From an optimization exercise on the open Yosys and OpenROAD flow, aimed at small area; shortcuts taken in it are not production practice.
The RTL was checked by simulation tests, not by an equivalence proof against the original design.
No activity file was given, so power comes from the tool's default toggle rates.

Design ffe_lms_adapt, start of the top module:
module ffe_lms_adapt
#(
    parameter int IN_BW      = 11,
    parameter int OUT_BW     = 9,
    parameter int COEF_BW    = 9,
    parameter int N_COEF     = 7,
    parameter int ACC_EXT    = 8,
    parameter int MU_TRAIN   = ffe_pkg::MU_TRAIN_DEF,
    parameter int MU_TRACK   = ffe_pkg::MU_TRACK_DEF,
    parameter int TRAIN_LEN  = 1024,
    parameter int CENTER_TAP = 3
) (
    input  logic                       i_clk,
    input  logic                       i_rst,
    input  logic                       i_en,
    input  logic [IN_BW-1:0]           i_data,
    input  logic [OUT_BW-1:0]          i_ffe_out,
    input  logic                       i_adapt_en,
    input  logic                       i_restart,
    output logic [COEF_BW*N_COEF-1:0]  o_coefs,
    output logic [OUT_BW:0]            o_error,
    output logic [1:0]                 o_state,
    output logic                       o_trained
);
==> flow/config.mk <==
export PLATFORM = sky130hd
export DESIGN_NAME = ffe_lms_adapt
export DESIGN_NICKNAME = ffe_lms_adapt
export VERILOG_FILES = /design/flow/design.v
export SDC_FILE = /design/flow/constraint.sdc
export NUM_CORES = 4
export LEC_CHECK = 0
export ABC_AREA = 1
export CAP_MARGIN = 20
export CORE_MARGIN = 2
export CORE_UTILIZATION = 40
export SLEW_MARGIN = 20
==> flow/constraint.sdc <==
create_clock -name core_clock -period 12.0 [get_ports {i_clk}]
set_input_delay 2.4000 -clock core_clock [delete_from_list [all_inputs] [get_ports {i_clk}]]
set_output_delay 2.4000 -clock core_clock [all_outputs]
set_load 0.01 [all_outputs]
standard.sh (not shown) runs the stock make flow with config.mk's settings and CLKGATE_MAP_FILE= SYNTH_SCRIPT=/design/flow/synth_recipe.tcl, a recipe that flattens the netlist after the stock synthesis.
==> flow/flow/run.sh <==
#!/bin/bash
# The standard layout (standard.sh), with three changes:
#  - after the standard synthesis, flow/netopt.py removes inverters around the adder cells
#    (every used net keeps its function and the registers are untouched; see the script);
#  - the port buffers are the smallest plain buffer (buf_1);
#  - clock tree synthesis uses clkbuf_4/clkbuf_8 and inserts no dummy loads.
# Each tool's output goes to its own log file here.
set -euo pipefail
R=orfs/results/sky130hd/ffe_lms_adapt/base
bash standard.sh synth > orfs_synth.log 2>&1
python3 flow/netopt.py $R/1_2_yosys.v $R/1_2_yosys_opt.v > netopt.log 2>&1
cp $R/1_2_yosys.v $R/1_2_yosys_std.v
mv $R/1_2_yosys_opt.v $R/1_2_yosys.v
rm -f $R/1_synth.odb
bash standard.sh "BUFFER_PORTS_ARGS=-buffer_cell sky130_fd_sc_hd__buf_1" \
    "CTS_ARGS=-sink_clustering_enable -repair_clock_nets -dont_use_dummy_load -buf_list {sky130_fd_sc_hd__clkbuf_4 sky130_fd_sc_hd__clkbuf_8}" \
    finish > orfs_make.log 2>&1
Other scripts of this flow, unchanged in this note and not shown: flow/flow/netopt.py
The first run finished with timing, DRC and antenna clean.
Change:
--- a/flow/flow/run.sh
+++ b/flow/flow/run.sh
@@ -14,4 +14,4 @@
 rm -f $R/1_synth.odb
 bash standard.sh "BUFFER_PORTS_ARGS=-buffer_cell sky130_fd_sc_hd__buf_1" \
-    "CTS_ARGS=-sink_clustering_enable -repair_clock_nets -dont_use_dummy_load -buf_list {sky130_fd_sc_hd__clkbuf_4 sky130_fd_sc_hd__clkbuf_8}" \
+    "CTS_ARGS=-sink_clustering_enable -repair_clock_nets -dont_use_dummy_load -buf_list {sky130_fd_sc_hd__clkbuf_2 sky130_fd_sc_hd__clkbuf_4}" \
     finish > orfs_make.log 2>&1
The new run finished with timing, DRC and antenna clean.
Fmax barely changes.
Non-clock buffer count shrinks by 15.
Design area shrinks by 0.80%.
Setup slack gains 14 ps.
Change:
--- a/flow/flow/run.sh
+++ b/flow/flow/run.sh
@@ -14,4 +14,4 @@
 rm -f $R/1_synth.odb
 bash standard.sh "BUFFER_PORTS_ARGS=-buffer_cell sky130_fd_sc_hd__buf_1" \
-    "CTS_ARGS=-sink_clustering_enable -repair_clock_nets -dont_use_dummy_load -buf_list {sky130_fd_sc_hd__clkbuf_2 sky130_fd_sc_hd__clkbuf_4}" \
-    finish > orfs_make.log 2>&1
+    "CTS_ARGS=-sink_clustering_enable -repair_clock_nets -dont_use_dummy_load -buf_list {sky130_fd_sc_hd__clkbuf_4 sky130_fd_sc_hd__clkbuf_8}" \
+    SKIP_CTS_REPAIR_TIMING=1 finish > orfs_make.log 2>&1
Wire length increases by 0.40%.
Worst hold slack hardly moves.
Cell count came out lower by 0.46%.
Flip-flop and latch count does not change.
Combinational power is about the same.
Synthesized area stays the same.
Cell area is higher by 0.83%.

## afterwards: timing with drivers on the ports
No port has a modelled driver above. Below, the same layouts with a new extraction and two added sets of constraints.
Step 1 sets driving cells, clkbuf_16 on the clock port and buf_2 on the other inputs (assumed; they add their load-dependent delay and slew).
Step 2 also shifts input and output timing later by t, the mid clock arrival at the registers, as if the neighbouring blocks saw the same clock.
Three values: ideal, step 1, step 2; two values: the first two.
run	t (ns)	slack for setup (ns)	hold slack, ns	worst setup path after step 2	worst slew at a driven data input, ns
the first run	0.695	0.371 / 0.371 / 0.371	0.380 / 0.380 / 0.380	register to register	0.03
the second run	0.827	0.385 / 0.385 / 0.385	0.381 / 0.381 / 0.381	register to register	0.03
the third run	0.692	0.375 / 0.375 / 0.375	0.380 / 0.380 / 0.380	register to register	0.03
After both steps setup and hold are still met in every run listed.
